Background: an optimization exercise with open tools, aiming at small area, a short achievable clock period and few clock cycles per item. Do not read the settings as production practice.
Where RTL was checked, it was by simulation tests only, not by an equivalence proof against the original.
No functional check of the RTL was part of runs 1 to 3.
Power figures rest on the tool's default switching activity, not on a simulated workload.

[flow/design.v]
package game_pkg;
    localparam int CELL_BITS  = 5;
    localparam int LINE_CELLS = 4;
    localparam int NUM_LINES  = 4;
    localparam int LINE_BITS  = LINE_CELLS*CELL_BITS;
    typedef logic [CELL_BITS-1:0] cell_t;
    typedef logic [LINE_CELLS*CELL_BITS-1:0] line_t;
    typedef logic [NUM_LINES*LINE_CELLS*CELL_BITS-1:0] board_t;
    typedef logic [1:0] dir_t;
    typedef logic [3:0] pos_t;
    typedef logic [5:0] prob_t;
    typedef logic [1:0] line_idx_t;
    typedef logic [15:0] move_count_t;
    typedef logic [7:0] apb_addr_t;
    typedef logic [31:0] apb_data_t;
    typedef enum logic [1:0] {
        IDLE,
        LOAD,
        MERGE,
        STORE
    } move_state_t;
    localparam apb_addr_t ADDR_ROW0   = 8'h00;
    localparam apb_addr_t ADDR_ROW1   = 8'h04;
    localparam apb_addr_t ADDR_ROW2   = 8'h08;
    localparam apb_addr_t ADDR_ROW3   = 8'h0C;
    localparam apb_addr_t ADDR_CMD    = 8'h10;
    localparam apb_addr_t ADDR_STATUS = 8'h14;
    localparam cell_t SPAWN_FOUR = 5'd2;
    localparam cell_t SPAWN_TWO  = 5'd1;
endpackage
`timescale 1ns/1ns
module merge_engine (
    input  game_pkg::line_t line_in,
    output game_pkg::line_t line_out,
    output logic            moved
);
    game_pkg::cell_t c [4];
    game_pkg::cell_t s [4];
    game_pkg::cell_t o [4];
    logic [3:0] nz;
    logic m01, m12, m23;
    always_comb begin
        for (int i = 0; i < 4; i++) begin
            c[i]  = line_in[i*5 +: 5];
            nz[i] = (c[i] != '0);
        end
        for (int i = 0; i < 4; i++) s[i] = '0;
        begin
            int n;
            n = 0;
            for (int i = 0; i < 4; i++) begin
                if (nz[i]) begin
                    s[n] = c[i];
                    n++;
                end
            end
        end
        m01 = (s[0] != '0) && (s[0] == s[1]);
        m12 = (s[1] != '0) && (s[1] == s[2]);
        m23 = (s[2] != '0) && (s[2] == s[3]);
        if (m01) begin
            o[0] = s[0] + 5'd1;
            o[1] = m23 ? s[2] + 5'd1 : s[2];
            o[2] = m23 ? 5'd0 : s[3];
            o[3] = 5'd0;
        end else if (m12) begin
            o[0] = s[0];
            o[1] = s[1] + 5'd1;
            o[2] = s[3];
            o[3] = 5'd0;
        end else begin
            o[0] = s[0];
            o[1] = s[1];
            o[2] = m23 ? s[2] + 5'd1 : s[2];
            o[3] = m23 ? 5'd0 : s[3];
        end
        for (int i = 0; i < 4; i++) line_out[i*5 +: 5] = o[i];
        moved = m01 || m12 || m23 ||
                (!nz[0] && (nz[1] || nz[2] || nz[3])) ||
                (!nz[1] && (nz[2] || nz[3])) ||
                (!nz[2] && nz[3]);
    end
endmodule
`timescale 1ns/1ns
module game2048_top (
    input  logic                  clk,
    input  logic                  reset,
    input  logic                  psel,
    input  logic                  penable,
    input  logic                  pwrite,
    input  game_pkg::apb_addr_t   paddr,
    input  game_pkg::apb_data_t   pwdata,
    output game_pkg::apb_data_t   prdata,
    output logic                  pready,
    output logic                  pslverr
);
    game_pkg::board_t       board;
    game_pkg::board_t       rotated;
    game_pkg::board_t       merged_lines;
    game_pkg::board_t       merged;
    game_pkg::board_t       new_board;
    game_pkg::dir_t         dir;
    game_pkg::pos_t         pos;
    game_pkg::prob_t        prob;
    game_pkg::move_count_t  move_count;
    logic                   busy;
    logic                   movable_q;
    logic                   spawned_q;
    logic [3:0]             line_moved;
    logic                   movable;
    logic                   spawned;
    logic [15:0]            spawn_sel;
    logic access, wr, mapped, row_hit, cmd_hit, start;
    assign pready  = 1'b1;
    assign access  = psel && penable;
    assign wr      = access && pwrite;
    assign cmd_hit = (paddr == game_pkg::ADDR_CMD);
    always_comb begin
        prdata  = '0;
        mapped  = 1'b1;
        row_hit = 1'b0;
        case (paddr)
            game_pkg::ADDR_ROW0, game_pkg::ADDR_ROW1,
            game_pkg::ADDR_ROW2, game_pkg::ADDR_ROW3: begin
                row_hit = 1'b1;
                prdata  = game_pkg::apb_data_t'(
                    board[paddr[3:2]*game_pkg::LINE_BITS +: game_pkg::LINE_BITS]);
            end
            game_pkg::ADDR_CMD: begin
                prdata = game_pkg::apb_data_t'({prob, pos, dir});
            end
            game_pkg::ADDR_STATUS: begin
                prdata = {move_count, 13'b0, spawned_q, movable_q, busy};
            end
            default: begin
                mapped = 1'b0;
            end
        endcase
    end
    assign pslverr = access && (!mapped || (pwrite && cmd_hit && busy));
    assign start   = wr && cmd_hit && !busy;
    for (genvar k = 0; k < 4; k++) begin : g_rot
        for (genvar j = 0; j < 4; j++) begin : g_slot
            always_comb begin
                case (dir)
                    2'd0:    rotated[(4*k+j)*5 +: 5] = board[(4*k+j)*5 +: 5];
                    2'd1:    rotated[(4*k+j)*5 +: 5] = board[(4*j+k)*5 +: 5];
                    2'd2:    rotated[(4*k+j)*5 +: 5] = board[(4*k+3-j)*5 +: 5];
                    default: rotated[(4*k+j)*5 +: 5] = board[(12-4*j+k)*5 +: 5];
                endcase
            end
        end
    end
    for (genvar k = 0; k < 4; k++) begin : g_line
        merge_engine u_merge (
            .line_in  (rotated[k*game_pkg::LINE_BITS +: game_pkg::LINE_BITS]),
            .line_out (merged_lines[k*game_pkg::LINE_BITS +: game_pkg::LINE_BITS]),
            .moved    (line_moved[k])
        );
    end
    for (genvar r = 0; r < 4; r++) begin : g_inv
        for (genvar c = 0; c < 4; c++) begin : g_cell
            always_comb begin
                case (dir)
                    2'd0:    merged[(4*r+c)*5 +: 5] = merged_lines[(4*r+c)*5 +: 5];
                    2'd1:    merged[(4*r+c)*5 +: 5] = merged_lines[(4*c+r)*5 +: 5];
                    2'd2:    merged[(4*r+c)*5 +: 5] = merged_lines[(4*r+3-c)*5 +: 5];
                    default: merged[(4*r+c)*5 +: 5] = merged_lines[(4*c+3-r)*5 +: 5];
                endcase
            end
        end
    end
    assign movable = |line_moved;
    always_comb begin
        spawned = 1'b0;
        for (int i = 0; i < 16; i++) begin
            spawn_sel[i] = movable && (pos == 4'(i)) && (merged[i*5 +: 5] == '0);
            spawned = spawned | spawn_sel[i];
            new_board[i*5 +: 5] = merged[i*5 +: 5] |
                (spawn_sel[i] ? ((prob == '0) ? game_pkg::SPAWN_FOUR : game_pkg::SPAWN_TWO) : 5'd0);
        end
    end
    always_ff @(posedge clk) begin
        if (reset) begin
            board      <= '0;
            dir        <= '0;
            pos        <= '0;
            prob       <= '0;
            busy       <= 1'b0;
            movable_q  <= 1'b0;
            spawned_q  <= 1'b0;
            move_count <= '0;
        end else begin
            if (busy) begin
                board     <= new_board;
                movable_q <= movable;
                spawned_q <= spawned;
                if (movable) move_count <= move_count + 1'b1;
                busy      <= 1'b0;
            end else if (wr && row_hit) begin
                board[paddr[3:2]*game_pkg::LINE_BITS +: game_pkg::LINE_BITS] <=
                    pwdata[game_pkg::LINE_BITS-1:0];
            end
            if (start) begin
                dir  <= pwdata[1:0];
                pos  <= pwdata[5:2];
                prob <= pwdata[11:6];
                busy <= 1'b1;
            end
        end
    end
endmodule
[flow/run.sh]
#!/bin/bash
# synth_recipe.tcl (not shown) runs the flow's synth.tcl, then flattens the netlist and writes it again
# the make line also repeats each setting of config.mk as NAME=value (left out here)
make -C /OpenROAD-flow-scripts/flow DESIGN_CONFIG=/design/flow/config.mk WORK_HOME=/design/flow/orfs CLKGATE_MAP_FILE= SYNTH_SCRIPT=/design/flow/synth_recipe.tcl finish
[flow/config.mk]
export PLATFORM = sky130hd
export DESIGN_NAME = game2048_top
export DESIGN_NICKNAME = game2048_top
export VERILOG_FILES = /design/flow/design.v
export SDC_FILE = /design/flow/constraint.sdc
export NUM_CORES = 4
export LEC_CHECK = 0
export CAP_MARGIN = 20
export CORE_MARGIN = 2
export CORE_UTILIZATION = 40
export SLEW_MARGIN = 20
[flow/constraint.sdc]
create_clock -name core_clock -period 9.0 [get_ports {clk}]
set_input_delay 1.8000 -clock core_clock [delete_from_list [all_inputs] [get_ports {clk}]]
set_output_delay 1.8000 -clock core_clock [all_outputs]
set_load 0.01 [all_outputs]
==> summary.md, run 1 <==
| Metric | Value |
|---|---|
| # IOs | 79 |
| Status | timing/DRC/antenna clean |
| Dpl cell area | 20600 um^2 |
| Max incr delay on CP | 860 ps |
| CTS tree | done |
| Type of origin of the critical path | flip-flop |
| Crit path from | dir[1] |
| MaxCap Viol Count | 0 |
| Drt initial violations | 3540 |
| First-pass GRT wire length | 139000 um |
| WL met2 | 40800 um |
| Worst-path clk slew | 90 ps |
| Critical path class | reg -> reg |
| Commonest non-fill, non-tap cell in the layout | nand2_1 |
| Syn-to-layout area delta | 7.35% |
| Mean Syn Cell Area | 7.45 um^2 |
| Initial antenna violation count | 7 |
| Synth Register Bits | 111 |
| Via count | 23.4k |
| Fin Hold WS | 490 ps |
| Core Footprint | 47800 um^2 |
| Htree depth | 3 |
| Synth Cell Area | 19500 um^2 |
| Final instance area | 20900 um^2 |
| Post-Route M1 WL | 38200 um |
| Final min period | 8280 ps |
| Clk_skew | 11.2 ps |
| VDD IR-drop max | 0.0000845 V |
| Largest net degree at the start of global routing | 79 |
| Post-CTS Resized | 0 |
| Cells after Synth | 2613 |
| Pleak | 0.00734 uW |
| Met3 wire len | 10800 um |
| Worst Path Arrival | 8590 ps |
| Reg2reg start | dir[1] |
| Die Y | 225 um |
| Layout cell share with drive strength beyond 1 | 0.133 |
| DP HPWL | 72900 um |
| Cts bufs inserted | 9 |
| Initial core utilization | 0.407 |
| GP Congestion | 1.12 |
| Cell variety after synth | 115 |
| Final WS setup | 717 ps |
| Commonest cells after routing, fill and taps aside | 262 x nand2_1, 237 x nor2_1, 171 x a21oi_1 |
| Antenna viol nets, final | 0 |
| Largest fanout on the critical path | 44 |
| Period utilization | 0.920 |
| Final Max Tran Viols | 0 |
| Pwr/cell area | 52.8 nW/um^2 |
| Die Width | 225 um |
| Fmax | 0.121 GHz |
| Avg WL per Cell | 29.6 um |
| Seq/Total Area, Yosys | 0.114 |
| Post-route DRC | 0 |
| Highest routed layer | met5 |
| CP max stage cell | dfxtp_4 |
| FP Rows | 80 |
| Post-synth EDFFs | 0 |
| Layout Nets | 2660 |
| Worst Hold Launch | prob[2] |
| Final Hold Vio Count | 0 |
| First-pass DRT Iterations | 8 |
| Die area | 50400 um^2 |
| Synth warnings | 5 |
| RSZ-0062 raised after global routing | no |
| Setup tns final | 0 ps |
| Worst-skew pair later-pin latency | 380 ps |
| All-Layer GR Usage | 0.364 |
| Post-CTS Setup Repair Bufs | 0 |
| Hold buffers post-CTS | 0 |
| Data required, critical path | 9310 ps |
| Gr ovfl total | 0 |
| Final wirelength | 94500 um |
| Vias per std cell | 7.32 |
| Dpl ws | 1030 ps |
| Hold Path Class | reg -> reg |
| Final setup fails | 0 |
| Number of global-route vias before repair | 20.9k |
| Worst-margin pin slew | 1290 ps |
| Root buffer cell | clkbuf_16 |
| Num Clock Sinks | 111 |
| Max Buffers Root-to-Sink | 2 |
| Ys flop type | dfxtp_1 |
| Cell with the most instances on the worst path | nor2_1 |
| Crit. End Element | flip-flop |
| Fraction of registers with async set/reset | 0 |
| Worst slew margin | 0.142 |
| Net Count, Synth | 2701 |
| Input/output buffers | 65 |
[final timing paths]
path	to	slack (ps)	cells after the start
worst min-delay path	prob[2]	490	2
worst min register to register	prob[2]	490	2
worst max-delay path	board[15]	720	27
worst max register to register	board[15]	720	27
[Yosys cell counts, drive strengths merged (21+ instances only)]
master | count | area [um^2]
mux2 | 73 | 833
a21o | 21 | 158
ha | 43 | 538
xnor2 | 60 | 526
dfxtp | 111 | 2220
a211oi | 47 | 358
nand4 | 33 | 213
or3 | 26 | 163
nor4 | 39 | 337
inv | 74 | 278
a221oi | 58 | 514
a311oi | 23 | 201
mux2i | 97 | 991
nor3 | 91 | 472
a22o | 40 | 350
and2 | 57 | 357
xor2 | 25 | 219
o211ai | 42 | 315
or4 | 22 | 173
or2 | 25 | 156
o22ai | 37 | 231
nor2 | 241 | 917
nand2 | 263 | 990
a31oi | 53 | 359
o21ai | 127 | 673
buf | 64 | 388
nand3 | 89 | 445
a21oi | 177 | 916
clkbuf | 127 | 477
and3 | 37 | 231
mux4 | 77 | 1730
[cell type report]
cell class / count / area (um^2)
inverter: 75 / 284
fill: 4868 / 27000
tap: 615 / 769
multi-input combinational: 2236 / 16100
timing repair buffer: 139 / 1210
clock inverter: 7 / 56.3
clock buffer: 9 / 225
antenna: 2 / 5.00
sequential: 111 / 2230
[stage by stage]
step                std cells  total power, uW   util
finish                   3194             1100  0.437
global route             3192             1120  0.437
CTS                      3192             1090  0.437
detailed placement       3176              679  0.431
global placement         3176              679  0.431
floorplan                2613              604      -
[power breakdown]
part	internal [uW]	switching, uW	total (uW)
sequential	490	0.631	491
combinational	55.9	131	187
clock	193	233	427
[critical path, delay by kind of cell (launching register included)]
kind	cells	cell delay (ps)
compound gates	7	1920
fa+ha+maj	2	630
mux	2	1320
flops	1	860
simple gates	12	2980
buf+inv	4	400
[sequential cells by signal (all words and copies together), names as in the netlist]
register and count:
board 80, move_count 16, prob 6, pos 4
dir 2, busy 1, movable_q 1, spawned_q 1
[metal layers]
layer  global-route usage  vias up
li1                     -    10100
met1                0.497    11400
met2                0.553     1593
met3               0.0814      278
met4                0.151        8
met5                    0        -
[cells by family (layout without fill, tap and decap cells)]
family / count (synthesis) / count (layout) / share of synthesized area
other cells: 1 / 3 / 0.000193
compound gates: 861 / 861 / 0.318
flops: 111 / 111 / 0.114
simple gates: 999 / 999 / 0.260
mux: 247 / 247 / 0.183
fa+ha+maj: 43 / 43 / 0.0276
xor+xnor: 85 / 85 / 0.0382
buf+inv: 266 / 230 / 0.0589
==> run 2: changes to the inputs <==
--- a/flow/design.v
+++ b/flow/design.v
@@ -95,14 +95,18 @@
     output logic                  pslverr
 );
     game_pkg::board_t       board;
-    game_pkg::board_t       rotated;
-    game_pkg::board_t       merged_lines;
+    game_pkg::board_t       permuted;
     game_pkg::board_t       merged;
     game_pkg::board_t       new_board;
     game_pkg::dir_t         dir;
+    game_pkg::dir_t         perm_dir;
     game_pkg::pos_t         pos;
+    game_pkg::pos_t         slot;
     game_pkg::prob_t        prob;
     game_pkg::move_count_t  move_count;
+    logic                   merging;     
+    logic                   restoring;   
+    logic                   pending;     
     logic                   busy;
     logic                   movable_q;
     logic                   spawned_q;
@@ -111,6 +115,7 @@
     logic                   spawned;
     logic [15:0]            spawn_sel;
     logic access, wr, mapped, row_hit, cmd_hit, start;
+    assign busy    = merging || pending;
     assign pready  = 1'b1;
     assign access  = psel && penable;
     assign wr      = access && pwrite;
@@ -139,42 +144,39 @@
     end
     assign pslverr = access && (!mapped || (pwrite && cmd_hit && busy));
     assign start   = wr && cmd_hit && !busy;
-    for (genvar k = 0; k < 4; k++) begin : g_rot
+    assign perm_dir = (restoring || pending) ? dir : pwdata[1:0];
+    for (genvar k = 0; k < 4; k++) begin : g_perm
         for (genvar j = 0; j < 4; j++) begin : g_slot
             always_comb begin
-                case (dir)
-                    2'd0:    rotated[(4*k+j)*5 +: 5] = board[(4*k+j)*5 +: 5];
-                    2'd1:    rotated[(4*k+j)*5 +: 5] = board[(4*j+k)*5 +: 5];
-                    2'd2:    rotated[(4*k+j)*5 +: 5] = board[(4*k+3-j)*5 +: 5];
-                    default: rotated[(4*k+j)*5 +: 5] = board[(12-4*j+k)*5 +: 5];
+                case (perm_dir)
+                    2'd0:    permuted[(4*k+j)*5 +: 5] = board[(4*k+j)*5 +: 5];
+                    2'd1:    permuted[(4*k+j)*5 +: 5] = board[(4*j+k)*5 +: 5];
+                    2'd2:    permuted[(4*k+j)*5 +: 5] = board[(4*k+3-j)*5 +: 5];
+                    default: permuted[(4*k+j)*5 +: 5] = board[(15-4*j-k)*5 +: 5];
                 endcase
             end
         end
     end
     for (genvar k = 0; k < 4; k++) begin : g_line
         merge_engine u_merge (
-            .line_in  (rotated[k*game_pkg::LINE_BITS +: game_pkg::LINE_BITS]),
-            .line_out (merged_lines[k*game_pkg::LINE_BITS +: game_pkg::LINE_BITS]),
+            .line_in  (board[k*game_pkg::LINE_BITS +: game_pkg::LINE_BITS]),
+            .line_out (merged[k*game_pkg::LINE_BITS +: game_pkg::LINE_BITS]),
             .moved    (line_moved[k])
         );
     end
-    for (genvar r = 0; r < 4; r++) begin : g_inv
-        for (genvar c = 0; c < 4; c++) begin : g_cell
-            always_comb begin
-                case (dir)
-                    2'd0:    merged[(4*r+c)*5 +: 5] = merged_lines[(4*r+c)*5 +: 5];
-                    2'd1:    merged[(4*r+c)*5 +: 5] = merged_lines[(4*c+r)*5 +: 5];
-                    2'd2:    merged[(4*r+c)*5 +: 5] = merged_lines[(4*r+3-c)*5 +: 5];
-                    default: merged[(4*r+c)*5 +: 5] = merged_lines[(4*c+3-r)*5 +: 5];
-                endcase
-            end
-        end
-    end
     assign movable = |line_moved;
+    always_comb begin
+        case (dir)
+            2'd0:    slot = pos;
+            2'd1:    slot = {pos[1:0], pos[3:2]};
+            2'd2:    slot = {pos[3:2], ~pos[1:0]};
+            default: slot = {~pos[1:0], ~pos[3:2]};
+        endcase
+    end
     always_comb begin
         spawned = 1'b0;
         for (int i = 0; i < 16; i++) begin
-            spawn_sel[i] = movable && (pos == 4'(i)) && (merged[i*5 +: 5] == '0);
+            spawn_sel[i] = movable && (slot == 4'(i)) && (merged[i*5 +: 5] == '0);
             spawned = spawned | spawn_sel[i];
             new_board[i*5 +: 5] = merged[i*5 +: 5] |
                 (spawn_sel[i] ? ((prob == '0) ? game_pkg::SPAWN_FOUR : game_pkg::SPAWN_TWO) : 5'd0);
@@ -186,17 +188,23 @@
             dir        <= '0;
             pos        <= '0;
             prob       <= '0;
-            busy       <= 1'b0;
+            merging    <= 1'b0;
+            restoring  <= 1'b0;
+            pending    <= 1'b0;
             movable_q  <= 1'b0;
             spawned_q  <= 1'b0;
             move_count <= '0;
         end else begin
-            if (busy) begin
+            merging   <= (start && !restoring) || pending;
+            restoring <= merging;
+            pending   <= start && restoring;
+            if (merging) begin
                 board     <= new_board;
                 movable_q <= movable;
                 spawned_q <= spawned;
                 if (movable) move_count <= move_count + 1'b1;
-                busy      <= 1'b0;
+            end else if (restoring || pending || start) begin
+                board <= permuted;
             end else if (wr && row_hit) begin
                 board[paddr[3:2]*game_pkg::LINE_BITS +: game_pkg::LINE_BITS] <=
                     pwdata[game_pkg::LINE_BITS-1:0];
@@ -205,7 +213,6 @@
                 dir  <= pwdata[1:0];
                 pos  <= pwdata[5:2];
                 prob <= pwdata[11:6];
-                busy <= 1'b1;
             end
         end
     end
==> run 2 against run 1 <==
Still clean on timing, DRC and antenna. Sequential power grew 3%. Clock power grew 56%. Routed wire length shrank 8.2%. Global-route usage grew 1.5 points. Critical path type unchanged. Critical endpoint is now spawned_q.
==> summary.md, run 2 <==
| Metric | Value |
|---|---|
| Setup tns final | 0 ps (unchanged) |
| Initial antenna violation count | 0 (-7) |
| Area contributors post-synth | dfxtp_1 13%, a21oi_1 5.2%, mux2i_1 5.2% |
| Status | timing/DRC/antenna clean |
| Final WS setup | 1070 ps (+352 ps) |
| Period utilization | 0.881 (-0.0391) |
| Flop pwr share | 0.331 (-0.113) |
| Final setup fails | 0 (unchanged) |
| Final Util | 0.441 (+0.00400) |
| Pleak | 0.00648 uW (-12%) |
| Post-synth top cells | 222 x clkbuf_1, 209 x nand2_1, 198 x nor2_1 |
| Cell variety after synth | 93 (-19%) |
| FP Rows | 76 (-5.0%) |
| RSZ-0062 raised after global routing | no |
| Layout Nets | 2503 (-5.9%) |
| First-pass DRT Iterations | 6 (-2) |
| Yosys top cell by area | dfxtp_1 |
| All-Layer GR Usage | 0.380 (+0.0154) |
| Power share of the clock group | 0.438 (+0.051) |
| Vias per std cell | 7.10 (-3.0%) |
| MaxCap Viol Count | 0 (unchanged) |
| Synth Cell Area | 17300 um^2 (-11%) |
| Post-CTS Resized | 0 (unchanged) |
| Worst Path Arrival | 8230 ps (-360 ps) |
| Reg2reg start | board[26] |
| Hold Path Class | reg -> reg |
| Hold buffers post-CTS | 0 (unchanged) |
| Post-CTS Setup Repair Bufs | 0 (unchanged) |
| Syn-to-layout area delta | 9.42% |
| Die area | 44900 um^2 (-11%) |
| Layout cell share with drive strength beyond 1 | 0.0872 (-0.0459) |
| Num Clock Sinks | 113 (+1.8%) |
| CTS tree | done |
| Pwr/cell area | 80.6 nW/um^2 (+53%) |
| Avg WL per Cell | 28.8 um (-2.5%) |
| Worst-margin pin slew | 1290 ps (+4.04 ps) |
| Seq/Total Area, Yosys | 0.131 (+0.0168) |
| Cts bufs inserted | 17 (+8) |
| Crit path from | board[26] |
| Drt initial violations | 3290 (-7.1%) |
| Synth Register Bits | 113 (+1.8%) |
| Die Width | 212 um (-5.7%) |
| Final Hold Vio Count | 0 (unchanged) |
| Gr ovfl total | 0 (unchanged) |
| Final wirelength | 86700 um (-8.2%) |
| VDD IR-drop max | 0.000139 V (+65%) |
| Largest registers | board: 80 flops, move_count: 16 flops, prob: 6 flops |
| Fmax | 0.126 GHz (+4.4%) |
| Crit. End Element | flip-flop |
| Switching power total | 530 uW (+45%) |
| Initial core utilization | 0.403 (-0.00404) |
| Sw frac | 0.348 (+0.0177) |
| Data required, critical path | 9300 ps (about the same) |
| Final min period | 7930 ps (-352 ps) |
| Worst-skew pair later-pin latency | 460 ps (+80 ps) |
| Dpl ws | 1430 ps (+401 ps) |
| Post-route DRC | 0 (unchanged) |
| Critical path class | reg -> reg |
| Commonest non-fill, non-tap cell in the layout | nand2_1 |
| First-pass GRT wire length | 128000 um (-8.1%) |
| Post-synth EDFFs | 0 (unchanged) |
| Mean Syn Cell Area | 6.90 um^2 (-7.3%) |
| Top cell type's share of synthesized area | 0.131 (+0.0168) |
| Ys flop type | dfxtp_1 |
| Worst slew margin | 0.137 (-0.00495) |
| Net Count, Synth | 2597 (-3.9%) |
| # IOs | 79 (unchanged) |
| GP Congestion | 1.06 (-5.3%) |
| Root buffer cell | clkbuf_16 |
| Clk_skew | 13.5 ps (+2.29 ps) |
| Fraction of registers with async set/reset | 0 (unchanged) |
| Worst-path clk slew | 70 ps (-20 ps) |
| Number of global-route vias before repair | 19.4k (-7.1%) |
| Max Buffers Root-to-Sink | 2 (unchanged) |
| Synth warnings | 5 (unchanged) |
| Max FFs per register | 80 (unchanged) |
| Die Y | 212 um (-5.7%) |
| P_int | 994 uW (+34%) |
| Largest net degree at the start of global routing | 82 (+3.8%) |
| Worst Hold Launch | prob[0] |
| DP HPWL | 63600 um (-13%) |
| Input/output buffers | 65 (unchanged) |
| Htree depth | 4 (+1) |
| Core Footprint | 42900 um^2 (-10%) |
| Cells after Synth | 2502 (-4.2%) |
| Largest register by flop count | board |
| Via count | 21.4k (-8.6%) |
| Commonest cells after routing, fill and taps aside | 208 x nand2_1, 198 x nor2_1, 176 x o21ai_0 |
| Largest fanout on the critical path | 28 (-36%) |
| Gate power share | 0.231 (+0.062) |
| Type of origin of the critical path | flip-flop |
| Final Max Tran Viols | 0 (unchanged) |
| Overall Power | 1520 uW (+38%) |
| Count leader, synth | clkbuf_1 |
| Antenna viol nets, final | 0 (unchanged) |
## run 2: logic make-up (layout without fill, tap and decap cells)
family | count (synthesis) | count (layout) | synth area share
muxes | 135 | 135 | 0.0948
xor gates and xnor gates | 87 | 87 | 0.0441
other | 1 | 3 | 0.000217
adders and majority gates | 50 | 50 | 0.0362
AOI/OAI and AO/OA | 966 | 966 | 0.386
DFF | 113 | 113 | 0.131
and+or+nand+nor | 799 | 799 | 0.230
buffers and inverters | 351 | 270 | 0.0774
## run 2: worst max-delay path, cell delays in order (launching register included)
cell,delay (ps)
dfxtp_1,430
or4_1,550
nor2_1,460
inv_1,140
ha_1,880
nand2_1,100
a21oi_1,230
o21a_1,410
o21ai_0,300
inv_1,170
ha_1,180
o21a_1,120
a21boi_0,70
o211ai_1,380
nor2_1,90
buf_4,220
nor2_1,690
nand4_1,880
nand2_1,560
buf_4,220
o211ai_1,110
nor4b_1,400
a311oi_1,140
## run 2: power groups by stage
stage	Clock [uW]	Sequential [uW]	Combinational [uW]
2_1_floorplan	0	513	200
3_3_place_gp	0	515	330
3_5_place_dp	0	515	331
4_1_cts	670	504	332
6_report	667	505	352
5_1_grt	688	504	360
## run 2: area by class of cell
| type | count | area [um^2] |
|---|---|---|
| multi-input cells | 2038 | 13800 |
| fillers | 4476 | 24000 |
| diodes | 2 | 5.00 |
| repair buffers | 135 | 1180 |
| clock inverters | 11 | 109 |
| well taps | 585 | 732 |
| inverters | 103 | 387 |
| clock buffers | 21 | 450 |
| flip-flops and latches | 113 | 2260 |
## run 2: routing by layer
layer,GRT usage,wire length [um],vias to the layer above
li1,-,-,9462
met3,0.0840,8970,356
met2,0.575,37200,1397
met4,0.274,7020,0
met1,0.474,33500,10200
met5,0,0,-
## run 2: worst paths after layout
kind               endpoint  cells past startpoint  slack, ps
setup / recovery  spawned_q                     22       1070
hold / removal      prob[0]                      2        480
setup reg to reg  spawned_q                     22       1070
hold reg to reg     prob[0]                      2        480
## run 2: metrics by stage
step,instance area [um^2],instances,hold slack (ps)
after floorplan,17300,2502,446
after CTS,18800,3004,480
final,18900,3008,480
after detailed placement,18300,2972,472
after global placement,18300,2972,462
after global routing,18900,3006,510
==> run 3: changes to the inputs <==
--- a/flow/design.v
+++ b/flow/design.v
@@ -115,34 +115,35 @@
     logic                   spawned;
     logic [15:0]            spawn_sel;
     logic access, wr, mapped, row_hit, cmd_hit, start;
+    logic [5:0] sel_d, sel_q;    
+    logic       err_d, err_q;
     assign busy    = merging || pending;
     assign pready  = 1'b1;
     assign access  = psel && penable;
     assign wr      = access && pwrite;
     assign cmd_hit = (paddr == game_pkg::ADDR_CMD);
-    always_comb begin
-        prdata  = '0;
-        mapped  = 1'b1;
-        row_hit = 1'b0;
-        case (paddr)
-            game_pkg::ADDR_ROW0, game_pkg::ADDR_ROW1,
-            game_pkg::ADDR_ROW2, game_pkg::ADDR_ROW3: begin
-                row_hit = 1'b1;
-                prdata  = game_pkg::apb_data_t'(
-                    board[paddr[3:2]*game_pkg::LINE_BITS +: game_pkg::LINE_BITS]);
-            end
-            game_pkg::ADDR_CMD: begin
-                prdata = game_pkg::apb_data_t'({prob, pos, dir});
-            end
-            game_pkg::ADDR_STATUS: begin
-                prdata = {move_count, 13'b0, spawned_q, movable_q, busy};
-            end
-            default: begin
-                mapped = 1'b0;
-            end
-        endcase
-    end
-    assign pslverr = access && (!mapped || (pwrite && cmd_hit && busy));
+    assign row_hit = (paddr[7:4] == 4'd0) && (paddr[1:0] == 2'd0);
+    assign mapped  = row_hit || cmd_hit || (paddr == game_pkg::ADDR_STATUS);
+    always_comb begin
+        for (int r = 0; r < 4; r++) sel_d[r] = row_hit && (paddr[3:2] == 2'(r));
+        sel_d[4] = cmd_hit;
+        sel_d[5] = (paddr == game_pkg::ADDR_STATUS);
+        err_d = !mapped || (pwrite && cmd_hit && !reset && (start || pending));
+    end
+    always_ff @(posedge clk) begin
+        sel_q <= sel_d;
+        err_q <= err_d;
+    end
+    always_comb begin
+        prdata = '0;
+        for (int r = 0; r < 4; r++) begin
+            prdata[game_pkg::LINE_BITS-1:0] = prdata[game_pkg::LINE_BITS-1:0] |
+                (board[r*game_pkg::LINE_BITS +: game_pkg::LINE_BITS] & {game_pkg::LINE_BITS{sel_q[r]}});
+        end
+        prdata[11:0] = prdata[11:0] | ({prob, pos, dir} & {12{sel_q[4]}});
+        prdata = prdata | ({move_count, 13'b0, spawned_q, movable_q, busy} & {32{sel_q[5]}});
+    end
+    assign pslverr = err_q;
     assign start   = wr && cmd_hit && !busy;
     assign perm_dir = (restoring || pending) ? dir : pwdata[1:0];
     for (genvar k = 0; k < 4; k++) begin : g_perm
--- a/flow/config.mk
+++ b/flow/config.mk
@@ -8,4 +8,5 @@
 export CAP_MARGIN = 20
 export CORE_MARGIN = 2
 export CORE_UTILIZATION = 40
+export SETUP_SLACK_MARGIN = 4.0
 export SLEW_MARGIN = 20
==> run 3 against run 2 <==
Still clean. Total power rose by 12%. Clock-buffer cell count did not move. First-iteration DRC count rose by 17%. Setup slack improved by 2600 ps. Routed wire length rose by 9.9%. Cell count rose by 5.5%. Die area barely moved. Critical path depth rose by 3. Clock power rose by 15%. Core utilization rose by 7.0 points. Via count rose by 6.7%. Fmax rose by 49%. Critical path type unchanged. Critical endpoint unchanged. Highest routed layer is now met5.
==> summary.md, run 3 <==
| Metric | Value |
|---|---|
| Worst-skew pair later-pin latency | 470 ps (about the same) |
| Net Count, Synth | 2596 (-0.039%) |
| Syn-to-layout area delta | 26.8% |
| Post-route DRC | 0 (unchanged) |
| Root buffer cell | clkbuf_16 |
| Crit. End Element | flip-flop |
| Commonest cells after routing, fill and taps aside | 242 x nor2_1, 202 x buf_4, 196 x nand2_1 |
| Clk_skew | 12.6 ps (-0.930 ps) |
| Cell family with most CP delay | simple AND/OR/NAND/NOR gates |
| VDD IR-drop max | 0.0000805 V (-42%) |
| Worst-margin pin slew | 1240 ps (-54.7 ps) |
| Gr ovfl total | 0 (unchanged) |
| Pwr/cell area | 77.8 nW/um^2 (-3.5%) |
| All-Layer GR Usage | 0.406 (+0.0266) |
| Largest net degree at the start of global routing | 85 (+3.7%) |
| Number of global-route vias before repair | 20.5k (+5.5%) |
| Setup tns final | 0 ps (unchanged) |
| Input/output buffers | 65 (unchanged) |
| Fillers | 4119 (-8.0%) |
| Ys flop type | dfxtp_1 |
| Period utilization | 0.593 (-0.288) |
| Flop pwr share | 0.313 (-0.018) |
| Final wirelength | 95300 um (+9.9%) |
| GP Congestion | 1.07 (+1.2%) |
| DP Cell Count | 2958 (-0.47%) |
| Die Width | 212 um (about the same) |
| Largest register by flop count | board |
| # IOs | 79 (unchanged) |
| Avg WL per Cell | 30.0 um (+4.2%) |
| Worst slew margin | 0.168 (+0.0309) |
| Area contributors post-synth | dfxtp_1 14%, nor2_1 5.5%, mux2i_1 5.1% |
| Cts bufs inserted | 17 (unchanged) |
| Final Hold Vio Count | 0 (unchanged) |
| Post-Route M1 WL | 37400 um (+12%) |
| Drt initial violations | 3855 (+17%) |
| Initial antenna violation count | 2 (+2) |
| Via count | 22.8k (+6.7%) |
| Layout cell share with drive strength beyond 1 | 0.228 (+0.141) |
| Max Buffers Root-to-Sink | 2 (unchanged) |
| Final setup fails | 0 (unchanged) |
| Layout Nets | 2669 (+6.6%) |
| CTS tree | done |
| First-pass GRT wire length | 136000 um (+5.9%) |
| Cells after Synth | 2500 (-0.080%) |
| Pleak | 0.00779 uW (+20%) |
| Area occupied by registers | 2450 um^2 (+8.5%) |
| FP Rows | 76 (unchanged) |
| Final min period | 5340 ps (-2590 ps) |
| Cell variety after synth | 105 (+13%) |
| First-pass DRT Iterations | 10 (+4) |
| MaxCap Viol Count | 0 (unchanged) |
| WL met2 | 38600 um (+3.6%) |
| Count leader, synth | nor2_1 |
| Num Clock Sinks | 120 (+6.2%) |
| Fraction of registers with async set/reset | 0 (unchanged) |
| Die area | 44900 um^2 (about the same) |
| Max FFs per register | 80 (unchanged) |
| Bufs and invs on worst path | 6 (+2) |
| Worst Path Arrival | 5710 ps (-2520 ps) |
| Status | timing/DRC/antenna clean |
| Yosys top cell by area | dfxtp_1 |
| DP HPWL | 66200 um (+4.1%) |
| Power share of the clock group | 0.450 (+0.012) |
| Worst-path clk slew | 60 ps (about the same) |
| Largest registers | board: 80 flops, move_count: 16 flops |
| Critical path class | reg -> reg |
| Core Footprint | 42900 um^2 (unchanged) |
| Max incr delay on CP | 380 ps (-500 ps) |
| Cell with the most instances on the worst path | buf_4 |
| Mean Syn Cell Area | 6.91 um^2 (+0.14%) |
| Data required, critical path | 9370 ps (+70 ps) |
| Antenna viol nets, final | 0 (unchanged) |
| Multi-input gate area | 15200 um^2 (+10%) |
| Post-synth EDFFs | 0 (unchanged) |
| Synth warnings | 5 (unchanged) |
| Final instance area | 21900 um^2 (+16%) |
| RSZ-0062 raised after global routing | yes |
| Synth Register Bits | 120 (+6.2%) |
| Top cell type's share of synthesized area | 0.139 (+0.00803) |
| Final Max Tran Viols | 0 (unchanged) |
| Dpl cell area | 18200 um^2 (-0.21%) |
| Final WS setup | 3660 ps (+2590 ps) |
| Hold Path Class | reg -> reg |
| Seq/Total Area, Yosys | 0.139 (+0.00803) |
| Commonest non-fill, non-tap cell in the layout | nor2_1 |
| Htree depth | 4 (unchanged) |
| P_int | 1150 uW (+15%) |
| Sw frac | 0.328 (-0.0200) |
| Vias per std cell | 7.19 (+1.2%) |
| Layout Cells excl Fill | 3173 (+5.5%) |
| Fmax | 0.187 GHz (+49%) |
| CP max stage cell | or3_4 |
| Type of origin of the critical path | flip-flop |
| Gate power share | 0.236 (+0.005) |
| Die Y | 212 um (about the same) |
| Dpl ws | 2010 ps (+577 ps) |
| Synth Cell Area | 17300 um^2 (about the same) |
| Initial core utilization | 0.403 (about the same) |
| Highest routed layer | met5 |
| Largest fanout on the critical path | 5 (-82%) |
| Met3 wire len | 12500 um (+39%) |
| Switching power total | 559 uW (+5.4%) |
| Post-synth top cells | 255 x nor2_1, 205 x nand2_1, 201 x clkbuf_1 |
==> run 3: path summary, 6_finish.rpt <==
path                                start        end  slack (ps)  cells after the start
worst max-delay path            board[29]  spawned_q        3660                     25
worst min-delay path              prob[0]    prob[0]         500                      2
worst max register to register  board[29]  spawned_q        3660                     25
worst min register to register    prob[0]    prob[0]         500                      2
==> run 3: kinds of logic after synthesis <==
| family | count (synthesis) | share of synthesized area |
|---|---|---|
| simple gates | 810 | 0.231 |
| buf+inv | 356 | 0.0798 |
| compound gates | 954 | 0.397 |
| other cells | 1 | 0.000217 |
| xor+xnor | 89 | 0.0451 |
| mux | 119 | 0.0713 |
| flops | 120 | 0.139 |
| fa+ha+maj | 51 | 0.0369 |
==> run 3: tightest hold or removal path, delay by kind of cell, from the launching register on <==
| kind | cells | cell delay [ps] |
|---|---|---|
| DFF | 1 | 340 |
| and+or+nand+nor | 1 | 60 |
| AOI/OAI and AO/OA | 1 | 60 |
==> run 3: area by class of cell <==
| type | count | area share |
|---|---|---|
| inverters | 117 | 0.0204 |
| flip-flops and latches | 120 | 0.112 |
| clock buffers | 21 | 0.0210 |
| well taps | 585 | 0.0334 |
| diodes | 2 | 0.000228 |
| multi-input cells | 2028 | 0.692 |
| clock inverters | 11 | 0.00782 |
| repair buffers | 289 | 0.113 |
==> run 3: layer usage <==
layer  global-route usage  vias up
li1                     -     9722
met1                0.542    10800
met2                0.585     1837
met3                0.104      447
met4                0.242        4
met5                    0        -
==> run 3: what timing repair did <==
item                       CTS  global route
buffers inserted           107            70
hold buffers                 0             0
gates cloned                 3             1
resized for setup          217           147
pin swaps                   82            96
setup endpoints to repair   98            85
==> run 3: metrics by stage <==
| step | power [uW] | utilization | hold slack (ps) |
|---|---|---|---|
| 2_1_floorplan | 746 | - | 449 |
| 3_3_place_gp | 865 | 0.426 | 467 |
| 3_5_place_dp | 864 | 0.426 | 486 |
| 4_1_cts | 1650 | 0.483 | 494 |
| 5_1_grt | 1730 | 0.511 | 523 |
| 6_report | 1700 | 0.511 | 503 |
==> run 3: power groups by stage <==
stage	Sequential (uW)	Combinational, uW	Clock [uW]
finish	534	403	767
global placement	549	316	0
global route	534	413	785
CTS	535	354	763
detailed placement	549	315	0
floorplan	545	200	0
==> run 4: changes to the inputs <==
--- a/flow/design.v
+++ b/flow/design.v
@@ -32,53 +32,64 @@
 module merge_engine (
     input  game_pkg::line_t line_in,
     output game_pkg::line_t line_out,
+    output logic [3:0]      out_zero,    
     output logic            moved
 );
     game_pkg::cell_t c [4];
     game_pkg::cell_t s [4];
+    game_pkg::cell_t sp [3];
     game_pkg::cell_t o [4];
     logic [3:0] nz;
-    logic m01, m12, m23;
+    logic [3:0] ns;      
+    logic [2:0] top;     
+    logic e01, e02, e03, e12, e13, e23;
+    logic m01, m12, m23, gap;
     always_comb begin
         for (int i = 0; i < 4; i++) begin
             c[i]  = line_in[i*5 +: 5];
             nz[i] = (c[i] != '0);
         end
-        for (int i = 0; i < 4; i++) s[i] = '0;
-        begin
-            int n;
-            n = 0;
-            for (int i = 0; i < 4; i++) begin
-                if (nz[i]) begin
-                    s[n] = c[i];
-                    n++;
-                end
-            end
-        end
-        m01 = (s[0] != '0) && (s[0] == s[1]);
-        m12 = (s[1] != '0) && (s[1] == s[2]);
-        m23 = (s[2] != '0) && (s[2] == s[3]);
-        if (m01) begin
-            o[0] = s[0] + 5'd1;
-            o[1] = m23 ? s[2] + 5'd1 : s[2];
-            o[2] = m23 ? 5'd0 : s[3];
-            o[3] = 5'd0;
-        end else if (m12) begin
-            o[0] = s[0];
-            o[1] = s[1] + 5'd1;
-            o[2] = s[3];
-            o[3] = 5'd0;
-        end else begin
-            o[0] = s[0];
-            o[1] = s[1];
-            o[2] = m23 ? s[2] + 5'd1 : s[2];
-            o[3] = m23 ? 5'd0 : s[3];
-        end
+        e01 = (c[0] == c[1]);
+        e02 = (c[0] == c[2]);
+        e03 = (c[0] == c[3]);
+        e12 = (c[1] == c[2]);
+        e13 = (c[1] == c[3]);
+        e23 = (c[2] == c[3]);
+        s[0] = nz[0] ? c[0] : nz[1] ? c[1] : nz[2] ? c[2] : c[3];
+        s[1] = (nz[0] && nz[1]) ? c[1] :
+               ((nz[0] || nz[1]) && nz[2]) ? c[2] :
+               ((nz[0] || nz[1] || nz[2]) ? c[3] : 5'd0);
+        s[2] = (nz[0] && nz[1] && nz[2]) ? c[2] :
+               (((nz[0] && nz[1]) || (nz[0] && nz[2]) || (nz[1] && nz[2])) ? c[3] : 5'd0);
+        s[3] = (nz[0] && nz[1] && nz[2]) ? c[3] : 5'd0;
+        ns[0] = |nz;
+        ns[1] = (nz[0] && (nz[1] || nz[2] || nz[3])) || (nz[1] && (nz[2] || nz[3])) ||
+                (nz[2] && nz[3]);
+        ns[2] = (nz[0] && nz[1] && (nz[2] || nz[3])) || (nz[2] && nz[3] && (nz[0] || nz[1]));
+        ns[3] = &nz;
+        for (int k = 0; k < 3; k++) begin
+            sp[k]  = s[k] + 5'd1;
+            top[k] = &s[k];
+        end
+        m01 = nz[0] ? (nz[1] ? e01 : nz[2] ? e02 : e03) :
+              nz[1] ? (nz[2] ? e12 : e13) :
+              (nz[2] && e23);
+        m12 = (nz[0] && nz[1] && (nz[2] ? e12 : e13)) ||
+              ((nz[0] ^ nz[1]) && nz[2] && e23);
+        m23 = nz[0] && nz[1] && nz[2] && e23;
+        gap = (!nz[0] && (nz[1] || nz[2] || nz[3])) ||
+              (!nz[1] && (nz[2] || nz[3])) ||
+              (!nz[2] && nz[3]);
+        o[0] = m01 ? sp[0] : s[0];
+        o[1] = m01 ? (m23 ? sp[2] : s[2]) : (m12 ? sp[1] : s[1]);
+        o[2] = m01 ? (m23 ? 5'd0 : s[3]) : (m12 ? s[3] : (m23 ? sp[2] : s[2]));
+        o[3] = (m01 || m12 || m23) ? 5'd0 : s[3];
+        out_zero[0] = m01 ? top[0] : !ns[0];
+        out_zero[1] = m01 ? (m23 ? top[2] : !ns[2]) : (m12 ? top[1] : !ns[1]);
+        out_zero[2] = m01 ? (m23 || !ns[3]) : (m12 ? !ns[3] : (m23 ? top[2] : !ns[2]));
+        out_zero[3] = m01 || m12 || m23 || !ns[3];
         for (int i = 0; i < 4; i++) line_out[i*5 +: 5] = o[i];
-        moved = m01 || m12 || m23 ||
-                (!nz[0] && (nz[1] || nz[2] || nz[3])) ||
-                (!nz[1] && (nz[2] || nz[3])) ||
-                (!nz[2] && nz[3]);
+        moved = m01 || m12 || m23 || gap;
     end
 endmodule
 `timescale 1ns/1ns
@@ -114,6 +125,7 @@
     logic                   movable;
     logic                   spawned;
     logic [15:0]            spawn_sel;
+    logic [15:0]            merged_zero;
     logic access, wr, mapped, row_hit, cmd_hit, start;
     logic [5:0] sel_d, sel_q;    
     logic       err_d, err_q;
@@ -145,7 +157,7 @@
     end
     assign pslverr = err_q;
     assign start   = wr && cmd_hit && !busy;
-    assign perm_dir = (restoring || pending) ? dir : pwdata[1:0];
+    assign perm_dir = (restoring || pending) ? dir : (start ? pwdata[1:0] : 2'd0);
     for (genvar k = 0; k < 4; k++) begin : g_perm
         for (genvar j = 0; j < 4; j++) begin : g_slot
             always_comb begin
@@ -162,6 +174,7 @@
         merge_engine u_merge (
             .line_in  (board[k*game_pkg::LINE_BITS +: game_pkg::LINE_BITS]),
             .line_out (merged[k*game_pkg::LINE_BITS +: game_pkg::LINE_BITS]),
+            .out_zero (merged_zero[4*k +: 4]),
             .moved    (line_moved[k])
         );
     end
@@ -177,7 +190,7 @@
     always_comb begin
         spawned = 1'b0;
         for (int i = 0; i < 16; i++) begin
-            spawn_sel[i] = movable && (slot == 4'(i)) && (merged[i*5 +: 5] == '0);
+            spawn_sel[i] = movable && (slot == 4'(i)) && merged_zero[i];
             spawned = spawned | spawn_sel[i];
             new_board[i*5 +: 5] = merged[i*5 +: 5] |
                 (spawn_sel[i] ? ((prob == '0) ? game_pkg::SPAWN_FOUR : game_pkg::SPAWN_TWO) : 5'd0);
@@ -204,11 +217,11 @@
                 movable_q <= movable;
                 spawned_q <= spawned;
                 if (movable) move_count <= move_count + 1'b1;
-            end else if (restoring || pending || start) begin
-                board <= permuted;
-            end else if (wr && row_hit) begin
+            end else if (wr && row_hit && !restoring && !pending) begin
                 board[paddr[3:2]*game_pkg::LINE_BITS +: game_pkg::LINE_BITS] <=
                     pwdata[game_pkg::LINE_BITS-1:0];
+            end else begin
+                board <= permuted;
             end
             if (start) begin
                 dir  <= pwdata[1:0];
==> run 4 against run 3 <==
Still clean. First-iteration DRC count is 15% lower. Sequential power hardly changed. Synthesized area down 8.2%. Design area decreased by 19%. Flip-flop and latch count is the same. Global-route usage is 2.4 points lower. Clock power shrank 2%. Total power decreased by 11%. Sequential share of layout area rose by 2.4 points. Synthesized cell count decreased by 7.1%. Combinational power is 45% lower. Non-clock buffer count down 156. Critical endpoint is now board[52]. Highest routed layer unchanged.
==> summary.md, run 4 <==
| Metric | Value |
|---|---|
| Status | timing/DRC/antenna clean |
| Data required, critical path | 9380 ps (about the same) |
| Synth Register Bits | 120 (unchanged) |
| Area contributors post-synth | dfxtp_1 15%, a21oi_1 6.3%, nand2_1 5.4% |
| MaxCap Viol Count | 0 (unchanged) |
| Final Max Tran Viols | 0 (unchanged) |
| Synth warnings | 6 (+1) |
| Cell variety after synth | 94 (-10%) |
| Final Util | 0.455 (-0.0563) |
| Drt initial violations | 3284 (-15%) |
| Net Count, Synth | 2411 (-7.1%) |
| Type of origin of the critical path | input port |
| # IOs | 79 (unchanged) |
| Number of global-route vias before repair | 18.2k (-11%) |
| Reg2Reg Depth | 11 (-56%) |
| Yosys top cell by area | dfxtp_1 |
| Vias per std cell | 7.20 (+0.25%) |
| Worst Path Arrival | 5420 ps (-290 ps) |
| Largest fanout on the critical path | 42 (+37) |
| Worst Hold Launch | restoring |
| Overall Power | 1510 uW (-11%) |
| Post-route DRC | 0 (unchanged) |
| Mean Syn Cell Area | 6.83 um^2 (-1.2%) |
| Largest registers | board: 80 flops, move_count: 16 flops |
| Worst-path clk slew | 60 ps (about the same) |
| Hold path depth | 2 (unchanged) |
| Num Clock Sinks | 120 (unchanged) |
| Crit. End Element | flip-flop |
| Die Width | 203 um (-4.1%) |
| All-Layer GR Usage | 0.383 (-0.0235) |
| Core Footprint | 38900 um^2 (-9.3%) |
| DP HPWL | 57400 um (-13%) |
| Die area | 41300 um^2 (-8.0%) |
| Final setup fails | 0 (unchanged) |
| Layout Nets | 2320 (-13%) |
| Antenna viol nets, final | 0 (unchanged) |
| Root buffer cell | clkbuf_16 |
| VDD IR-drop max | 0.000129 V (+60%) |
| Max Buffers Root-to-Sink | 2 (unchanged) |
| GP Congestion | 1.04 (-2.4%) |
| Reg2reg start | board[12] |
| Count leader, synth | nand2_1 |
| Pleak | 0.00612 uW (-21%) |
| Die Y | 203 um (-4.1%) |
| Cells after Synth | 2323 (-7.1%) |
| Via count | 19.9k (-13%) |
| CTS tree | done |
| Ys flop type | dfxtp_1 |
| WHS Endpoint | pending |
| Post-synth EDFFs | 0 (unchanged) |
| Commonest cells after routing, fill and taps aside | 224 x nand2_1, 209 x nor2_1, 198 x a21oi_1 |
| Register-to-register setup slack | 4040 ps (+380 ps) |
| Worst slew margin | 0.249 (+0.0812) |
| Avg WL per Cell | 29.4 um (-2.3%) |
| Worst-skew pair later-pin latency | 460 ps (about the same) |
| Fin Hold WS | 463 ps (-40.0 ps) |
| Synth Cell Area | 15900 um^2 (-8.2%) |
| Largest register by flop count | board |
| Largest net degree at the start of global routing | 69 (-19%) |
| Seq/Total Area, Yosys | 0.151 (+0.0124) |
| Fmax | 0.198 GHz (+5.9%) |
| Reg-to-Reg End | spawned_q |
| First-pass DRT Iterations | 10 (unchanged) |
| Layout cell share with drive strength beyond 1 | 0.0931 (-0.135) |
| Period utilization | 0.560 (-0.0329) |
| First-pass GRT wire length | 119000 um (-12%) |
| Top cell type's share of synthesized area | 0.151 (+0.0124) |
| Fraction of registers with async set/reset | 0 (unchanged) |
| Initial antenna violation count | 1 (-1) |
| FP Rows | 72 (-5.3%) |
| Crit path from | paddr[2] |
| Clk_skew | 7.47 ps (-5.10 ps) |
| Max FFs per register | 80 (unchanged) |
| Final wirelength | 81100 um (-15%) |
| Critical path class | in -> reg |
| Htree depth | 4 (unchanged) |
| Pwr/cell area | 85.3 nW/um^2 (+9.6%) |
| RSZ-0062 raised after global routing | yes |
| Gr ovfl total | 0 (unchanged) |
| ANT cells | 0 (-2) |
| Setup tns final | 0 ps (unchanged) |
| Hold Path Class | reg -> reg |
| Post-synth top cells | 227 x nand2_1, 221 x nor2_1, 209 x clkbuf_1 |
| Initial core utilization | 0.408 (+0.00480) |
| Final min period | 5040 ps (-296 ps) |
| Syn-to-layout area delta | 11.5% |
| Worst-margin pin slew | 1120 ps (-118 ps) |
| Input/output buffers | 65 (unchanged) |
| Commonest non-fill, non-tap cell in the layout | nand2_1 |
| Final Hold Vio Count | 0 (unchanged) |
| Cts bufs inserted | 17 (unchanged) |
[run 4: area by class of cell]
cell class / count / area, um^2
tap: 518 / 648
multi-input combinational: 1855 / 12300
timing repair buffer: 133 / 1280
inverter: 105 / 402
clock inverter: 11 / 174
clock buffer: 21 / 450
sequential: 120 / 2410
fill: 4001 / 21200
[run 4: worst max path at each step]
stage / endpoint / slack [ps] / depth (start not counted)
floorplan: board[18] / 4030 / 15
global placement: board[63] / 2770 / 15
detailed placement: board[62] / 2760 / 15
CTS: spawned_q / 4000 / 11
global route: board[29] / 3980 / 15
finish: board[52] / 3960 / 11
[run 4: kinds of logic (layout without fill, tap and decap cells)]
family	count (synthesis)	count (layout)	share of synthesized area
simple gates	782	782	0.240
compound gates	856	856	0.380
fa+ha+maj	45	45	0.0352
xor+xnor	72	72	0.0397
buf+inv	348	270	0.0870
other cells	1	1	0.000236
mux	99	99	0.0663
flops	120	120	0.151
[run 4: through the flow]
step	setup WS [ps]	cells	cell area, um^2
global route	3980	2763	17700
CTS	4000	2760	17600
detailed placement	2760	2719	16600
floorplan	4030	2323	15900
finish	3960	2763	17700
global placement	2770	2719	16600
[run 4: worst max-delay path, stage by stage]
cell and delay [ps]:
clkdlybuf4s50_1 500, buf_12 240, inv_1 150, ha_1 320, buf_6 270, mux2i_1 140
a211oi_1 860, a21oi_1 430, o221ai_1 380, nand4_1 140, a21oi_1 170
[run 4: timing repair]
item,in CTS,in global routing
pin swaps,5,2
endpoints found under the setup margin,84,77
setup buffers,8,3
hold buffers,0,0
resized for setup,38,33
gates cloned,1,0
[run 4: power breakdown]
part	total, uW	internal, uW	leakage, uW	switching (uW)
Combinational	223	62.8	0.00486	160
Sequential	534	532	0.000968	2.65
Clock	752	470	0.000293	282
Total	1510	1060	0.00612	445
[run 4: layer usage]
metal	global-route usage	routed length, um	vias to the layer above
li1	-	-	8587
met1	0.515	31700	9314
met2	0.535	32000	1662
met3	0.109	11700	339
met4	0.234	5630	2
met5	0.00476	26	-
Testbench counts of run 4, summed over its fixed seeds: cycles 39,168, moves 6,144.
==> run 5: changes to the inputs <==
--- a/flow/design.v
+++ b/flow/design.v
@@ -106,9 +106,8 @@
     output logic                  pslverr
 );
     game_pkg::board_t       board;
-    game_pkg::board_t       permuted;
+    game_pkg::board_t       next_board;
     game_pkg::board_t       merged;
-    game_pkg::board_t       new_board;
     game_pkg::dir_t         dir;
     game_pkg::dir_t         perm_dir;
     game_pkg::pos_t         pos;
@@ -124,26 +123,30 @@
     logic [3:0]             line_moved;
     logic                   movable;
     logic                   spawned;
-    logic [15:0]            spawn_sel;
     logic [15:0]            merged_zero;
-    logic access, wr, mapped, row_hit, cmd_hit, start;
+    logic [15:0]            count_carry;     
+    logic access, start;
+    logic row_hit, cmd_hit, status_hit, mapped;
     logic [5:0] sel_d, sel_q;    
+    logic       wr_q;
     logic       err_d, err_q;
-    assign busy    = merging || pending;
-    assign pready  = 1'b1;
-    assign access  = psel && penable;
-    assign wr      = access && pwrite;
-    assign cmd_hit = (paddr == game_pkg::ADDR_CMD);
-    assign row_hit = (paddr[7:4] == 4'd0) && (paddr[1:0] == 2'd0);
-    assign mapped  = row_hit || cmd_hit || (paddr == game_pkg::ADDR_STATUS);
+    assign busy       = merging || pending;
+    assign pready     = 1'b1;
+    assign access     = psel && penable;
+    assign cmd_hit    = (paddr == game_pkg::ADDR_CMD);
+    assign status_hit = (paddr == game_pkg::ADDR_STATUS);
+    assign row_hit    = (paddr[7:4] == 4'd0) && (paddr[1:0] == 2'd0);
+    assign mapped     = row_hit || cmd_hit || status_hit;
     always_comb begin
         for (int r = 0; r < 4; r++) sel_d[r] = row_hit && (paddr[3:2] == 2'(r));
         sel_d[4] = cmd_hit;
-        sel_d[5] = (paddr == game_pkg::ADDR_STATUS);
+        sel_d[5] = status_hit;
         err_d = !mapped || (pwrite && cmd_hit && !reset && (start || pending));
     end
     always_ff @(posedge clk) begin
+        board <= next_board;
         sel_q <= sel_d;
+        wr_q  <= pwrite;
         err_q <= err_d;
     end
     always_comb begin
@@ -156,18 +159,33 @@
         prdata = prdata | ({move_count, 13'b0, spawned_q, movable_q, busy} & {32{sel_q[5]}});
     end
     assign pslverr = err_q;
-    assign start   = wr && cmd_hit && !busy;
-    assign perm_dir = (restoring || pending) ? dir : (start ? pwdata[1:0] : 2'd0);
-    for (genvar k = 0; k < 4; k++) begin : g_perm
-        for (genvar j = 0; j < 4; j++) begin : g_slot
-            always_comb begin
-                case (perm_dir)
-                    2'd0:    permuted[(4*k+j)*5 +: 5] = board[(4*k+j)*5 +: 5];
-                    2'd1:    permuted[(4*k+j)*5 +: 5] = board[(4*j+k)*5 +: 5];
-                    2'd2:    permuted[(4*k+j)*5 +: 5] = board[(4*k+3-j)*5 +: 5];
-                    default: permuted[(4*k+j)*5 +: 5] = board[(15-4*j-k)*5 +: 5];
-                endcase
-            end
+    assign start   = access && wr_q && sel_q[4] && !busy;
+    logic [3:0] perm_sel;        
+    logic       merge_sel;
+    logic [3:0] row_sel;
+    logic [15:0] tile_sel;
+    logic       row_write;
+    game_pkg::cell_t tile;
+    assign perm_dir  = (restoring || pending) ? dir : (start ? pwdata[1:0] : 2'd0);
+    assign row_write = access && wr_q && !restoring && !pending && !merging;
+    always_comb begin
+        merge_sel = merging && !reset;
+        for (int r = 0; r < 4; r++) row_sel[r] = row_write && sel_q[r] && !reset;
+        for (int d = 0; d < 4; d++) perm_sel[d] = (perm_dir == 2'(d)) && !reset && !merging;
+        for (int i = 0; i < 16; i++)
+            tile_sel[i] = restoring && spawned_q && (pos == 4'(i)) && !reset;
+        tile = (prob == '0) ? game_pkg::SPAWN_FOUR : game_pkg::SPAWN_TWO;
+    end
+    for (genvar k = 0; k < 4; k++) begin : g_next
+        for (genvar j = 0; j < 4; j++) begin : g_cell
+            assign next_board[(4*k+j)*5 +: 5] =
+                ({5{perm_sel[0] && !row_sel[k]}} & board[(4*k+j)*5 +: 5]) |
+                ({5{perm_sel[1]}} & board[(4*j+k)*5 +: 5]) |
+                ({5{perm_sel[2]}} & board[(4*k+3-j)*5 +: 5]) |
+                ({5{perm_sel[3]}} & board[(15-4*j-k)*5 +: 5]) |
+                ({5{merge_sel}}   & merged[(4*k+j)*5 +: 5]) |
+                ({5{row_sel[k]}}  & pwdata[j*5 +: 5]) |
+                ({5{tile_sel[4*k+j]}} & tile);
         end
     end
     for (genvar k = 0; k < 4; k++) begin : g_line
@@ -187,18 +205,13 @@
             default: slot = {~pos[1:0], ~pos[3:2]};
         endcase
     end
-    always_comb begin
-        spawned = 1'b0;
-        for (int i = 0; i < 16; i++) begin
-            spawn_sel[i] = movable && (slot == 4'(i)) && merged_zero[i];
-            spawned = spawned | spawn_sel[i];
-            new_board[i*5 +: 5] = merged[i*5 +: 5] |
-                (spawn_sel[i] ? ((prob == '0) ? game_pkg::SPAWN_FOUR : game_pkg::SPAWN_TWO) : 5'd0);
-        end
+    assign spawned = movable && merged_zero[slot];
+    always_comb begin
+        count_carry[0] = 1'b1;
+        for (int i = 1; i < 16; i++) count_carry[i] = count_carry[i-1] && move_count[i-1];
     end
     always_ff @(posedge clk) begin
         if (reset) begin
-            board      <= '0;
             dir        <= '0;
             pos        <= '0;
             prob       <= '0;
@@ -213,15 +226,9 @@
             restoring <= merging;
             pending   <= start && restoring;
             if (merging) begin
-                board     <= new_board;
                 movable_q <= movable;
                 spawned_q <= spawned;
-                if (movable) move_count <= move_count + 1'b1;
-            end else if (wr && row_hit && !restoring && !pending) begin
-                board[paddr[3:2]*game_pkg::LINE_BITS +: game_pkg::LINE_BITS] <=
-                    pwdata[game_pkg::LINE_BITS-1:0];
-            end else begin
-                board <= permuted;
+                move_count <= move_count ^ (count_carry & {16{movable}});
             end
             if (start) begin
                 dir  <= pwdata[1:0];
==> flow/flow/run.sh (new file) <==
#!/bin/bash
set -euo pipefail
W=$(pwd)
{
  cat <<'TCL'
# map the logic with the script named by MY_ABC_SCRIPT instead of ORFS's
proc abc {args} {
  set new {}
  set skip 0
  foreach a $args {
    if {$skip} { set skip 0; lappend new $::env(MY_ABC_SCRIPT); continue }
    if {$a eq "-script"} { set skip 1 }
    lappend new $a
  }
  yosys abc {*}$new
}
TCL
  cat "$W/synth_recipe.tcl"
} > "$W/own_synth.tcl"
sed "s|SYNTH_SCRIPT=[^ ]*synth_recipe.tcl|SYNTH_SCRIPT=$W/own_synth.tcl|" "$W/standard.sh" > "$W/own_standard.sh"
grep -q own_synth.tcl "$W/own_standard.sh"
export MY_ABC_SCRIPT="$W/flow/abc_area.script"
bash "$W/own_standard.sh" ADDER_MAP_FILE= SETUP_SLACK_MARGIN=5.5 \
  "BUFFER_PORTS_ARGS=-buffer_cell sky130_fd_sc_hd__buf_1" finish > "$W/own_flow.log" 2>&1
test -s "$W/out/final.def"
==> flow/flow/abc_area.script (new file) <==
strash
&get -n
&fraig -x
&put
scorr
dc2
strash
&get -n
&dch -f
&nf
&put
==> flow/standard.sh (new file) <==
#!/bin/bash
# synth_recipe.tcl (not shown) runs the flow's synth.tcl, then flattens the netlist and writes it again
# the make line also repeats each setting of config.mk as NAME=value (left out here)
make -C /OpenROAD-flow-scripts/flow DESIGN_CONFIG=/design/flow/config.mk WORK_HOME=/design/flow/orfs CLKGATE_MAP_FILE= SYNTH_SCRIPT=/design/flow/synth_recipe.tcl "${@:-finish}"
--- a/flow/config.mk
+++ b/flow/config.mk
@@ -8,5 +8,5 @@
 export CAP_MARGIN = 20
 export CORE_MARGIN = 2
 export CORE_UTILIZATION = 40
-export SETUP_SLACK_MARGIN = 4.0
+export SETUP_SLACK_MARGIN = 5
 export SLEW_MARGIN = 20
removed: flow/run.sh
==> run 5 against run 4 <==
Still clean. Cell count shrank 29%. Critical path depth grew 6. Sequential power shrank 0.7%. Setup slack gained 1200 ps. Synthesized cell count shrank 40%. Synthesized area shrank 36%. First-iteration DRC count shrank 2.0%. Critical path type is now reg -> reg. Highest routed layer unchanged.
==> summary.md, run 5 <==
| Metric | Value |
|---|---|
| Status | timing/DRC/antenna clean |
| Post-Route M1 WL | 20000 um (-37%) |
| Crit path from | board[10] |
| Gate power share | 0.044 (-0.104) |
| GP Congestion | 0.965 (-7.5%) |
| Seq/Total Area, Yosys | 0.237 (+0.0855) |
| Input/output buffers | 65 (unchanged) |
| Worst-margin pin slew | 1240 ps (+123 ps) |
| All-Layer GR Usage | 0.377 (-0.00550) |
| Final WS setup | 5160 ps (+1210 ps) |
| First-pass GRT wire length | 77200 um (-35%) |
| Mean Syn Cell Area | 7.28 um^2 (+6.6%) |
| Initial antenna violation count | 0 (-1) |
| Core Footprint | 25100 um^2 (-35%) |
| Commonest cells after routing, fill and taps aside | 178 x nand2_1, 114 x nor2_1, 98 x buf_4 |
| Area contributors post-synth | dfxtp_1 24%, a222oi_1 8.1%, nand2_1 7.1% |
| Cts bufs inserted | 17 (unchanged) |
| Type of origin of the critical path | flip-flop |
| P_int | 913 uW (-14%) |
| Final wirelength | 53300 um (-34%) |
| Worst-path clk slew | 70 ps (about the same) |
| Final setup fails | 0 (unchanged) |
| Post-synth EDFFs | 0 (unchanged) |
| Flop pwr share | 0.415 (+0.061) |
| Root buffer cell | clkbuf_16 |
| Largest registers | board: 80 flops, move_count: 16 flops |
| Fraction of registers with async set/reset | 0 (unchanged) |
| Largest net degree at the start of global routing | 61 (-12%) |
| WL met2 | 21000 um (-34%) |
| Worst-skew pair later-pin latency | 440 ps (-20 ps) |
| Top cell type's share of synthesized area | 0.237 (+0.0855) |
| VDD IR-drop max | 0.000138 V (+7.2%) |
| Antenna viol nets, final | 0 (unchanged) |
| Largest register by flop count | board |
| Max Buffers Root-to-Sink | 2 (unchanged) |
| Crit. End Element | flip-flop |
| Yosys top cell by area | dfxtp_1 |
| Register-to-register setup slack | 5160 ps (+1120 ps) |
| Htree depth | 4 (unchanged) |
| Overall Power | 1280 uW (-15%) |
| Multi-input gate area | 8840 um^2 (-28%) |
| Area occupied by registers | 2550 um^2 (+6.1%) |
| Layout Nets | 1655 (-29%) |
| Post-route DRC | 0 (unchanged) |
| CTS tree | done |
| Net Count, Synth | 1449 (-40%) |
| Final Hold Vio Count | 0 (unchanged) |
| Hold path depth | 1 (-1) |
| Critical path class | reg -> reg |
| Commonest non-fill, non-tap cell in the layout | nand2_1 |
| Syn-to-layout area delta | 34.7% |
| Gr ovfl total | 0 (unchanged) |
| Die Y | 164 um (-19%) |
| Layout cell share with drive strength beyond 1 | 0.238 (+0.145) |
| Met3 wire len | 7940 um (-32%) |
| Data required, critical path | 9390 ps (about the same) |
| Die Width | 164 um (-19%) |
| Reg2Reg Depth | 17 (+6) |
| Number of global-route vias before repair | 12.6k (-31%) |
| First-pass DRT Iterations | 13 (+3) |
| Dpl ws | 4040 ps (+1280 ps) |
| Power share of the clock group | 0.541 (+0.043) |
| Synth Register Bits | 121 (+0.83%) |
| Die area | 26900 um^2 (-35%) |
| Via count | 14.2k (-29%) |
| Final min period | 3840 ps (-1210 ps) |
| Fillers | 2425 (-39%) |
| Max FFs per register | 80 (unchanged) |
| Clk_skew | 11.8 ps (+4.35 ps) |
| Period utilization | 0.426 (-0.134) |
| Fmax | 0.261 GHz (+31%) |
| Synth warnings | 6 (unchanged) |
| Drt initial violations | 3217 (-2.0%) |
| Worst Hold Launch | movable_q |
| Count leader, synth | nand2_1 |
| RSZ-0062 raised after global routing | yes |
| Highest routed layer | met5 |
| Sw frac | 0.286 (-0.00861) |
| Hold Path Class | reg -> reg |
| Num Clock Sinks | 121 (+0.83%) |
| Worst slew margin | 0.171 (-0.0782) |
| Initial core utilization | 0.407 (-0.000578) |
| Reg2reg start | board[10] |
| Vias per std cell | 7.26 (+0.81%) |
| Synth Cell Area | 10200 um^2 (-36%) |
| FP Rows | 58 (-19%) |
| Worst Path Arrival | 4220 ps (-1200 ps) |
| DP HPWL | 34100 um (-41%) |
| Avg WL per Cell | 27.3 um (-7.1%) |
| Cells after Synth | 1404 (-40%) |
| Largest fanout on the critical path | 10 (-76%) |
| MaxCap Viol Count | 0 (unchanged) |
| Switching power total | 366 uW (-18%) |
| Cell variety after synth | 60 (-36%) |
| Setup tns final | 0 ps (unchanged) |
| Pwr/cell area | 92.9 nW/um^2 (+8.8%) |
| Post-synth top cells | 194 x nand2_1, 136 x nor2_1, 121 x dfxtp_1 |
| # IOs | 79 (unchanged) |
| Ys flop type | dfxtp_1 |
| Pleak | 0.00505 uW (-17%) |
| Final Max Tran Viols | 0 (unchanged) |
==> run 5: cell type report <==
class	instances	area share
Tap cell	330	0.0300
Timing Repair Buffer	182	0.0939
Clock inverter	15	0.0107
Inverter	23	0.00727
Clock buffer	17	0.0309
Multi-Input combinational cell	1265	0.642
Sequential cell	121	0.185
Antenna cell	1	0.000182
==> run 5: path summary, 6_finish.rpt <==
| path | endpoint |
|---|---|
| min | movable_q |
| max | spawned_q |
| max reg2reg | spawned_q |
| min reg2reg | movable_q |
==> run 5: metrics by stage <==
stage	utilization	hold WS [ps]	area, um^2	cells
global placement	0.451	462	11300	1815
detailed placement	0.451	463	11300	1815
CTS	0.523	480	13100	1911
finish	0.548	480	13800	1954
floorplan	-	427	10600	1404
global route	0.548	498	13800	1953
==> run 5: power by group through the flow <==
stage | logic, uW | registers [uW] | clock network [uW]
after floorplan | 14.2 | 548 | 0
after global placement | 40.6 | 549 | 0
after CTS | 45.5 | 534 | 687
after global routing | 55.8 | 530 | 716
final | 56.6 | 530 | 692
after detailed placement | 40.8 | 549 | 0
==> run 5: worst max-delay path, stage by stage (launching register included) <==
cell and delay [ps]:
dfxtp_4 480, nor4_4 70, buf_4 160, a31oi_2 310, xor2_1 190, o2111ai_1 130, a211o_1 340, buf_4 160
o21ai_4 250, nor3b_2 200, buf_4 160, nand3_1 130, o22a_1 250, o21ai_0 310, nand3_1 120, o311a_1 200
o22ai_2 170, a22o_1 150
==> run 5: routing by layer <==
metal,vias to the layer above,track usage
met3,350,0.110
met5,-,0
met1,6446,0.504
met4,2,0.195
met2,1297,0.547
li1,6095,-
==> run 5: timing repair <==
item	in CTS	in global routing
hold buffers	0	0
pin swaps	52	40
cloned	7	2
gates resized for setup	205	84
endpoints found under the setup margin	118	96
setup buffers	57	40
==> run 5: cells by family (layout without fill, tap and decap cells) <==
| logic type | count (synthesis) | in the layout | synth area share |
|---|---|---|---|
| mux | 6 | 6 | 0.00600 |
| other cells | 1 | 2 | 0.000367 |
| simple gates | 622 | 628 | 0.283 |
| flops | 121 | 121 | 0.237 |
| buf+inv | 24 | 237 | 0.00918 |
| xor+xnor | 100 | 100 | 0.0857 |
| compound gates | 530 | 530 | 0.379 |
Testbench counts of run 5, summed over its fixed seeds: cycles 39,168, moves 6,144.

Check on run 5: ideal ports give 5.164 ns setup slack; a clkbuf_16 on the clock port and buf_2 on the inputs give 5.164 ns; moving port delays by the midpoint clock arrival (0.483 ns) as well gives 5.015 ns.
